Source: an optimization exercise on an open RTL-to-GDS flow (aim: small area and a short achievable clock period). Production flows keep margins and buffers that such runs may drop. The RTL was checked by simulation tests, not by an equivalence proof against the original design. Power and IR drop assume default switching activity.

## periph_top
module periph_top (
    input  logic        clk,
    input  logic        rst,
    input  logic        req_cyc,
    input  logic        req_stb,
    input  logic        req_we,
    input  logic [3:0]  req_adr,
    input  logic [3:0]  req_sel,
    input  logic [31:0] req_wdata,
    output logic [31:0] rdata,
    output logic        ack,
    input  logic [31:0] gpio_in,
    output logic [31:0] gpio_out,
    output logic [31:0] gpio_dir,
    input  logic [7:0]  ext_irq,
    input  logic        irq_ack,
    input  logic        irq_exit,
    output logic        cpu_irq
);
==> flow/config.mk <==
export PLATFORM = sky130hd
export DESIGN_NAME = periph_top
export DESIGN_NICKNAME = periph_top
export VERILOG_FILES = /design/flow/design.v
export SDC_FILE = /design/flow/constraint.sdc
export NUM_CORES = 4
export LEC_CHECK = 0
export ABC_AREA = 1
export CAP_MARGIN = 20
export CORE_MARGIN = 2
export CORE_UTILIZATION = 60
export CTS_CLUSTER_DIAMETER = 60
export CTS_CLUSTER_SIZE = 30
export SETUP_SLACK_MARGIN = 2.5
export SLEW_MARGIN = 20
==> flow/constraint.sdc <==
create_clock -name core_clock -period 5.0 [get_ports {clk}]
set_input_delay 1.0000 -clock core_clock [delete_from_list [all_inputs] [get_ports {clk}]]
set_output_delay 1.0000 -clock core_clock [all_outputs]
set_load 0.01 [all_outputs]
standard.sh (not shown) runs the stock make flow with config.mk's settings and CLKGATE_MAP_FILE= SYNTH_SCRIPT=/design/flow/synth_recipe.tcl, a recipe that flattens the netlist after the stock synthesis.
==> flow/flow/run.sh <==
#!/bin/bash
# The standard layout with two changes, both through ORFS's own hooks:
# every port is buffered by a plain buf_1 instead of the delay buffer that
# buffer_ports picks on its own (timing repair sizes them up where a path
# needs it), and after floorplanning cpu_irq.tcl rebuilds the cpu_irq gates
# in two levels. Each tool's full output stays in orfs/logs; make's in
# standard.log.
set -euo pipefail
here=$(pwd)
export BUFFER_PORTS_ARGS="-buffer_cell sky130_fd_sc_hd__buf_1"
export POST_FLOORPLAN_TCL="$here/flow/cpu_irq.tcl"
bash standard.sh > standard.log 2>&1
Other scripts of this flow, unchanged in this note and not shown: flow/flow/cpu_irq.tcl
The starting point produced a clean layout.
Edit:
Settings changed: CTS_CLUSTER_DIAMETER 60 to 65, CTS_CLUSTER_SIZE 30 to 33, SETUP_SLACK_MARGIN 2.5 to 2.38.
=>
- setup slack improves by 0.052 ns
- count of clock-buffer cells in the layout is lower by 15
- routed wire length is lower by 1.9%
- synthesized area is unchanged
- critical path depth is lower by 3
- clock power is lower by 13%
- register-to-register slack degrades by 0.11 ns

* * *

## job 3334
periph_top, a different RTL version from the one above (not shown whole).
Size in the first run: ~1600 cells after synthesis.
## periph_top
module periph_top (
    input  logic        clk,
    input  logic        rst,
    input  logic        req_cyc,
    input  logic        req_stb,
    input  logic        req_we,
    input  logic [3:0]  req_adr,
    input  logic [3:0]  req_sel,
    input  logic [31:0] req_wdata,
    output logic [31:0] rdata,
    output logic        ack,
    input  logic [31:0] gpio_in,
    output logic [31:0] gpio_out,
    output logic [31:0] gpio_dir,
    input  logic [7:0]  ext_irq,
    input  logic        irq_ack,
    input  logic        irq_exit,
    output logic        cpu_irq
);
export LEC_CHECK = 0
export CAP_MARGIN = 20
export CORE_MARGIN = 2
export CORE_UTILIZATION = 60
export CTS_CLUSTER_DIAMETER = 70
export CTS_CLUSTER_SIZE = 36
export SETUP_SLACK_MARGIN = 2.45
export SLEW_MARGIN = 20
create_clock -name core_clock -period 5.0 [get_ports {clk}]
Scripts as last shown in full above: flow/flow/run.sh
Other scripts of this flow, unchanged in this note and not shown: flow/flow/cpu_irq.tcl
Job 3334 ran to completion and came out clean on the timing, DRC and antenna checks.
--- input diff job 3334..job 5723 ---
- changing SETUP_SLACK_MARGIN from 2.45 to 2.4
- changing CTS_CLUSTER_SIZE from 36 to 30
- changing CTS_CLUSTER_DIAMETER from 70 to 60
## What came out
- Fraction of area in registers on job 5723 is down relative to job 3334.
- Higher clock-buffer cell count goes to job 5723 over job 3334.
- Met3 track demand over resource in global routing: job 5723 < job 3334
- STATUS via count: job 5723 loses against job 3334
- Diff job 3334..job 5723 | register area | unchanged
- Job 5723 completed every stage of the flow, and the final layout passed the timing, DRC and antenna checks.
- Going from job 3334 to job 5723, number of buffers outside the clock class in the layout grew slightly.
- Job 5723 ends up with a design area that is about 1.4% higher than in job 3334.
- Compared job 3334 against job 5723; routed wire length within noise.
Here is what was changed in the inputs of job 5207 compared with job 5723.
- a change of CORE_UTILIZATION from 60 to 72
- a change of SETUP_SLACK_MARGIN from 2.4 to 2.5
Results
- Job 5723 vs job 5207, highest-utilization routing layer at the global route stage: met1 vs met2
- Sort job 5207 and job 5723 by reg2reg setup slack asc -> top: job 5723
- From job 5723 to job 5207 the numbers moved as follows: routed wire length grew by 4.6%, setup slack of the critical path after layout shrank by 30 ps.
Input-level comparison between job 734 and job 5207:
- swapping 30 for 33 in CTS_CLUSTER_SIZE
- swapping 72 for 60 in CORE_UTILIZATION
- swapping 2.5 for 2.45 in SETUP_SLACK_MARGIN
- swapping 60 for 65 in CTS_CLUSTER_DIAMETER
Notes after the runs:
Changes observed in job 734 relative to job 5207: worst slew margin relative to its limit picked up an extra 4.2 points; number of global-route vias before repair lost about 6%. Of job 5207 and job 734, the run reporting the lower number of setup buffers added after CTS was job 734. Re total standard cell area after synthesis: no difference whatsoever between job 5207 and job 734. Measured against each other, job 5207 and job 734 differ in total power, the lower figure coming from job 5207. Relative to job 5207, job 734 improves via count of the routed design.

* * *

## ember
periph_top with an RTL version that a note above also has.
For scale: about 1700 cells after synthesis, ~470 flip-flops, ~190 I/O pins.
export LEC_CHECK = 0
export ABC_AREA = 1
export CAP_MARGIN = 20
export CORE_MARGIN = 2
export CORE_UTILIZATION = 60
export CTS_CLUSTER_DIAMETER = 65
export CTS_CLUSTER_SIZE = 33
export SETUP_SLACK_MARGIN = 2.45
export SLEW_MARGIN = 20
create_clock -name core_clock -period 5.0 [get_ports {clk}]
Scripts as last shown in full above: flow/flow/run.sh
Other scripts of this flow, unchanged in this note and not shown: flow/flow/cpu_irq.tcl
Inputs modified between ember and zinc:
- removing ABC_AREA (formerly 1)
- changing SETUP_SLACK_MARGIN from 2.45 to 2.5
- changing CTS_CLUSTER_DIAMETER from 65 to 60
- changing CTS_CLUSTER_SIZE from 33 to 30
## What came out
No run among ember and zinc stopped early or left any final violation; all are clean. Compared zinc against ember; global-route usage within noise. Going from ember to zinc, the flip-flop and latch share of the layout cell area was found to have gone down by 2.6 points. ember → zinc: power share of the combinational group grew by 7.7 points, power share of the clock group shrank by 0.9 points, final critical-path setup slack grew by 0.020 ns, number of global-route vias before repair shrank by 0.76%.
### zinc -> sierra
- setting ABC_AREA to 1 for the first time
- changing CTS_CLUSTER_DIAMETER from 60 to 65
- changing CTS_CLUSTER_SIZE from 30 to 33
- changing SLEW_MARGIN from 20 to 5
- changing SETUP_SLACK_MARGIN from 2.5 to 2.45
- changing CAP_MARGIN from 20 to 5
Notes after the runs:
The global-route wire length before repair was comparable across zinc and sierra.
Taking zinc over sierra, the design area ratio works out to 1.05.
On met1 global-route usage, zinc tracks sierra almost exactly.
From zinc to sierra the numbers moved as follows: wire length the detailed router placed on met1 grew by 0.55%, multi-input combinational area share shrank by 4.3 points, area of the placeable core shrank by 1.1%.
Switching fraction of total power down 2.7 points in sierra wrt zinc
[sierra] utilization of the core after routing fell 2.8 points relative to zinc
The inputs of quartz differ from those of sierra as listed below.
- SLEW_MARGIN: 5 -> 20
- CORE_UTILIZATION: 60 -> 70
- CAP_MARGIN: 5 -> 20
Results
- Total power: quartz < sierra
- sierra → quartz: proportion of power drawn by the clock network shows a reduction of 1.4 points; insertion delay to the later sink of the worst-skew pair now sits at about the same level.
- Endpoint of the most critical setup path: cpu_irq -> sierra, dir_q[12]$_SDFFE_PP0P_ -> quartz

==> re-timing with driven ports <==
The flow's constraints put no driver on any port. The routed layouts listed below were extracted and timed again, unchanged, in two steps. Step 1, drivers: a clkbuf_16 drives clk and a buf_2 each remaining input, both assumed. Step 2 times the ports against the registers' clock, not the clock port: input delays grow and output delays shrink by t, the midpoint of the rising clock arrivals with the driver on. Slacks: ideal / step 1 / step 2; pairs: ideal / step 1.
run | t (ns) | setup WS [ns] | clock arrival spread, ns
the first run of note 1 | 0.591 | 2.287 / 2.312 / 1.721 | 0.035 / 0.035
the second run of note 1 | 0.620 | 2.339 / 2.301 / 1.796 | 0.025 / 0.024
job 3334 | 0.622 | 2.274 / 2.235 / 1.908 | 0.040 / 0.040
job 5723 | 0.581 | 2.353 / 2.310 / 1.855 | 0.031 / 0.031
job 5207 | 0.641 | 2.323 / 2.290 / 1.885 | 0.024 / 0.025
job 734 | 0.581 | 2.270 / 2.230 / 1.974 | 0.028 / 0.027
ember | 0.619 | 2.394 / 2.355 / 1.829 | 0.021 / 0.022
zinc | 0.573 | 2.414 / 2.370 / 1.849 | 0.024 / 0.024
sierra | 0.619 | 2.394 / 2.355 / 1.829 | 0.021 / 0.022
quartz | 0.613 | 2.371 / 2.364 / 1.770 | 0.040 / 0.040
After both steps setup and hold are still met in every run listed. The setup slack of quartz, which loses most, moves by -0.007 ns with the drivers and by -0.601 ns with both steps.
